Source: an optimization exercise on an open RTL-to-GDS flow (aim: small area, a short achievable clock period and few clock cycles per item). Production flows keep margins and buffers that such runs may drop. Where RTL was checked, it was by simulation tests only, not by an equivalence proof against the original. Power and IR drop assume default switching activity.

v6:
==> flow/design.v <==
`timescale 1ns/1ps
`default_nettype none
module env_step_top (
    input  wire         i_clk,
    input  wire         i_rstn,
    input  wire  [31:0] i_mem_rdata,
    output logic [5:0]  o_mem_addr,
    output logic [31:0] o_mem_wdata,
    output logic        o_mem_we
);
    localparam logic [5:0] ACT_ADDR  = 6'd16;
    localparam logic [5:0] FLAG_ADDR = 6'd17;
    localparam logic [5:0] OBS_ADDR  = 6'd18;
    localparam logic [5:0] RWD_ADDR  = 6'd34;
    localparam logic [5:0] DONE_ADDR = 6'd35;
    localparam logic [3:0] S_POLLA0  = 4'd7;  
    localparam logic [3:0] S_POLLF   = 4'd1;  
    localparam logic [3:0] S_POLLA   = 4'd2;  
    localparam logic [3:0] S_LOAD    = 4'd3;  
    localparam logic [3:0] S_WRITE   = 4'd4;  
    localparam logic [3:0] S_RWD     = 4'd5;
    localparam logic [3:0] S_DONE    = 4'd6;
    localparam logic [3:0] S_CLEAR   = 4'd0;
    localparam logic [3:0] S_RA      = 4'd8;   
    localparam logic [3:0] S_RB      = 4'd9;   
    localparam logic [3:0] S_RESTART = 4'd10;  
    logic [31:0] ring [16];
    logic [15:0] v1;        
    logic [31:0] w;         
    logic [15:0] ad;        
    logic [15:0] oh;        
    logic [15:0] oh_nxt;    
    logic [15:0] oh_nxt2;   
    logic        act_q;     
    logic        w_step_q;  
    logic        verify_q;  
    logic [3:0]  ph;
    logic [3:0]  st;
    logic [3:0]  cnt;
    logic        loaded;    
    logic        ins;       
    logic [5:0]  addr_q;
    logic        we_q;
    assign o_mem_addr  = addr_q;
    assign o_mem_wdata = w;
    assign o_mem_we    = we_q;
    function automatic logic [15:0] inc16(input logic [15:0] x);
        for (int i = 0; i < 16; i++) inc16[i] = x[i] ^ (&(x | ~((16'd1 << i) - 16'd1)));
    endfunction
    function automatic logic [15:0] dec16(input logic [15:0] x);
        for (int i = 0; i < 16; i++) dec16[i] = x[i] ^ (&(~x | ~((16'd1 << i) - 16'd1)));
    endfunction
    logic               act;   
    logic [15:0]        pos_n;
    logic signed [15:0] wpos;
    logic               wdone;
    logic               flag_set, reload, mismatch, keep;
    logic               load_ad;   
    logic [15:0]        ad_n;
    logic [31:0]        rwd_word, w_other;
    always_comb begin
        for (int i = 0; i < 16; i++) oh[i]     = (ph == 4'(i));
        for (int i = 0; i < 16; i++) oh_nxt[i] = (ph == 4'((i + 15) % 16));
        for (int i = 0; i < 16; i++) oh_nxt2[i] = (ph == 4'((i + 14) % 16));
    end
    assign act   = load_ad ? |(oh_nxt & i_mem_rdata[15:0]) : act_q;
    assign pos_n = ring[0][31:16] + v1;
    assign wpos  = w[31:16];
    assign wdone = (wpos > 16'sd1000) || (wpos < -16'sd1000);
    assign flag_set = (i_mem_rdata != '0);
    assign reload   = (i_mem_rdata == 32'd2) || !loaded;
    assign mismatch = verify_q && (i_mem_rdata[15:0] != ad);
    assign keep     = (st == S_WRITE) && !mismatch;  
    always_comb begin
        ad_n = ad;
        for (int i = 0; i < 16; i++) begin
            if (st == S_WRITE && oh[(i + 1) % 16]) ad_n[i] = wdone;
        end
    end
    always_comb begin
        rwd_word = '0;
        for (int i = 0; i < 16; i++) rwd_word[2*i] = ~ad_n[i];
    end
    always_comb begin
        if (st == S_WRITE)    w_other = rwd_word;
        else if (st == S_RWD) w_other = {16'd0, ad};
        else                  w_other = '0;
    end
    always_ff @(posedge i_clk) begin
        for (int j = 0; j < 16; j++) ring[j] <= ring[(j + 1) % 16];
        if (ins)  ring[1]  <= i_mem_rdata;
        if (keep) ring[14] <= w;
        v1 <= act ? inc16(ring[1][15:0]) : dec16(ring[1][15:0]);
        act_q <= |(oh_nxt2 & (load_ad ? i_mem_rdata[15:0] : ad));
        if (load_ad) ad <= i_mem_rdata[15:0];
        else         ad <= ad_n;
        if (w_step_q) w <= {pos_n, v1};
        else          w <= w_other;
    end
    logic [3:0] st_n;
    logic [3:0] cnt_n;
    logic [5:0] addr_n;
    logic       we_n;
    always_comb begin
        st_n   = st;
        cnt_n  = cnt + 4'd1;
        addr_n = ACT_ADDR;
        we_n   = 1'b0;
        case (st)
            S_POLLA0: begin
                st_n   = S_POLLF;
                addr_n = FLAG_ADDR;
            end
            S_POLLF: begin
                st_n   = S_POLLA;
                addr_n = ACT_ADDR;
            end
            S_POLLA: begin
                if (!flag_set) begin
                    st_n   = S_POLLF;
                    addr_n = FLAG_ADDR;
                end else if (reload) begin
                    st_n   = S_LOAD;
                    cnt_n  = '0;
                    addr_n = {2'b00, ph + 4'd4};
                end else begin
                    st_n   = S_WRITE;
                    cnt_n  = '0;
                    addr_n = OBS_ADDR + {2'b00, ph};
                    we_n   = 1'b1;
                end
            end
            S_LOAD: begin
                addr_n = {2'b00, ph + 4'd4};
                if (cnt == 4'd15) begin
                    st_n   = S_WRITE;
                    addr_n = OBS_ADDR + {2'b00, ph};
                    we_n   = 1'b1;
                end
            end
            S_RA: begin
                st_n = S_RB;
            end
            S_RB: begin
                st_n = S_RESTART;
            end
            S_RESTART: begin
                st_n   = S_WRITE;
                cnt_n  = '0;
                addr_n = OBS_ADDR + {2'b00, ph};
                we_n   = 1'b1;
            end
            S_WRITE: begin
                addr_n = OBS_ADDR + {2'b00, ph};
                we_n   = 1'b1;
                if (mismatch) begin
                    st_n   = S_RA;
                    addr_n = ACT_ADDR;
                    we_n   = 1'b0;
                end else if (cnt == 4'd15) begin
                    st_n   = S_RWD;
                    addr_n = RWD_ADDR;
                end
            end
            S_RWD: begin
                st_n   = S_DONE;
                addr_n = DONE_ADDR;
                we_n   = 1'b1;
            end
            S_DONE: begin
                st_n   = S_CLEAR;
                addr_n = FLAG_ADDR;
                we_n   = 1'b1;
            end
            default: begin  
                st_n   = S_POLLA0;
                addr_n = ACT_ADDR;
            end
        endcase
    end
    always_ff @(posedge i_clk) begin
        cnt      <= cnt_n;
        addr_q   <= addr_n;
        ins      <= (st == S_LOAD);
        load_ad  <= (st_n == S_POLLF) || (st_n == S_LOAD && cnt_n == 4'd0) || (st_n == S_RB);
        verify_q <= (st == S_POLLA) && flag_set && !reload;
        w_step_q <= !((st == S_WRITE && cnt >= 4'd14) || st == S_RWD);
    end
    always_ff @(posedge i_clk or negedge i_rstn) begin
        if (!i_rstn) begin
            st     <= S_CLEAR;
            ph     <= '0;
            loaded <= 1'b0;
            we_q   <= 1'b0;
        end else begin
            st   <= st_n;
            ph   <= ph + 4'd1;
            we_q <= we_n;
            if (st == S_LOAD && cnt == 4'd15) loaded <= 1'b1;
        end
    end
endmodule
`default_nettype wire
Settings: LEC_CHECK=0, CAP_MARGIN=20, CORE_MARGIN=2, CORE_UTILIZATION=40, CTS_CLUSTER_DIAMETER=80, CTS_CLUSTER_SIZE=30, SETUP_SLACK_MARGIN=3.0, SLEW_MARGIN=20; clock period 4.5 ns.
run.sh (not shown) runs the stock make flow with config.mk's settings and CLKGATE_MAP_FILE= SYNTH_SCRIPT=/design/flow/synth_recipe.tcl, a recipe that flattens the netlist after the stock synthesis.
## Diff of input files: v7 against v6
diff --git a/flow/design.v b/flow/design.v
--- a/flow/design.v
+++ b/flow/design.v
@@ -57,13 +57,14 @@
     logic               flag_set, reload, mismatch, keep;
     logic               load_ad;   
     logic [15:0]        ad_n;
     logic [31:0]        rwd_word, w_other;
     always_comb begin
-        for (int i = 0; i < 16; i++) oh[i]     = (ph == 4'(i));
-        for (int i = 0; i < 16; i++) oh_nxt[i] = (ph == 4'((i + 15) % 16));
-        for (int i = 0; i < 16; i++) oh_nxt2[i] = (ph == 4'((i + 14) % 16));
+        for (int i = 0; i < 16; i++) begin
+            oh[i]      = oh_nxt[(i + 1) % 16];
+            oh_nxt2[i] = oh_nxt[(i + 15) % 16];
+        end
     end
     assign act   = load_ad ? |(oh_nxt & i_mem_rdata[15:0]) : act_q;
     assign pos_n = ring[0][31:16] + v1;
     assign wpos  = w[31:16];
     assign wdone = (wpos > 16'sd1000) || (wpos < -16'sd1000);
@@ -90,10 +91,11 @@
         for (int j = 0; j < 16; j++) ring[j] <= ring[(j + 1) % 16];
         if (ins)  ring[1]  <= i_mem_rdata;
         if (keep) ring[14] <= w;
         v1 <= act ? inc16(ring[1][15:0]) : dec16(ring[1][15:0]);
         act_q <= |(oh_nxt2 & (load_ad ? i_mem_rdata[15:0] : ad));
+        for (int i = 0; i < 16; i++) oh_nxt[i] <= (ph == 4'((i + 14) % 16));
         if (load_ad) ad <= i_mem_rdata[15:0];
         else         ad <= ad_n;
         if (w_step_q) w <= {pos_n, v1};
         else          w <= w_other;
     end
Results
Compared to v6, the router laid down more metal wire for v7. Pre-CTS setup slack: v7 > v6. Register-to-register slack on v7 is ahead of v6. v7 vs. v6: global-route usage up 1.1 points, clock power went up, post-synthesis instance total saw an increase, measured slew at the worst slew-check pin dropped 0.058 ns, number of non-clock inverters increased by 9 relative to the old numbers. Sort v6 and v7 by sequential share of power desc -> top: v6. Looking at via count across v6 and v7, the one that comes out higher is v7. Die area grows by a few percent when moving from v6 to v7. v7 vs v6 — wire length of the first global-routing pass rose 11%. Diff v6 -> v7: fraction of power consumed by the clock network moved up; combinational fraction of design power down 0.4 points.
Testbench counts of v7, summed over its fixed seeds: cycles 38,280, steps 1,600.
The RTL of v6 was laid out without a check of its function.

port drivers added, routing unchanged:
The flow's constraints put no driver on any port. The routed layouts listed below were extracted and timed again, unchanged, in two steps. Step 1: set_driving_cell puts a clkbuf_16 on i_clk and a buf_2 on each other input, an assumption about the parent block. Step 2 adds t to the input delays and takes it off the output delays; t is the mean of the earliest and latest rising clock arrival at the registers after step 1. Input paths then give back, and output paths get back, about the clock's delay inside the block. Three values: ideal, step 1, step 2; two values: the first two.
run | t (ns) | slack for setup (ns) | hold slack, ns
v6 | 0.636 | 1.825 / 1.825 / 1.434 | 0.319 / 0.319 / 0.319
v7 | 0.627 | 2.133 / 2.133 / 1.791 | 0.322 / 0.322 / 0.322
After both steps every run listed still meets setup and hold. The setup slack of v6, which loses most, moves by 0.000 ns with the drivers and by -0.391 ns with both steps.
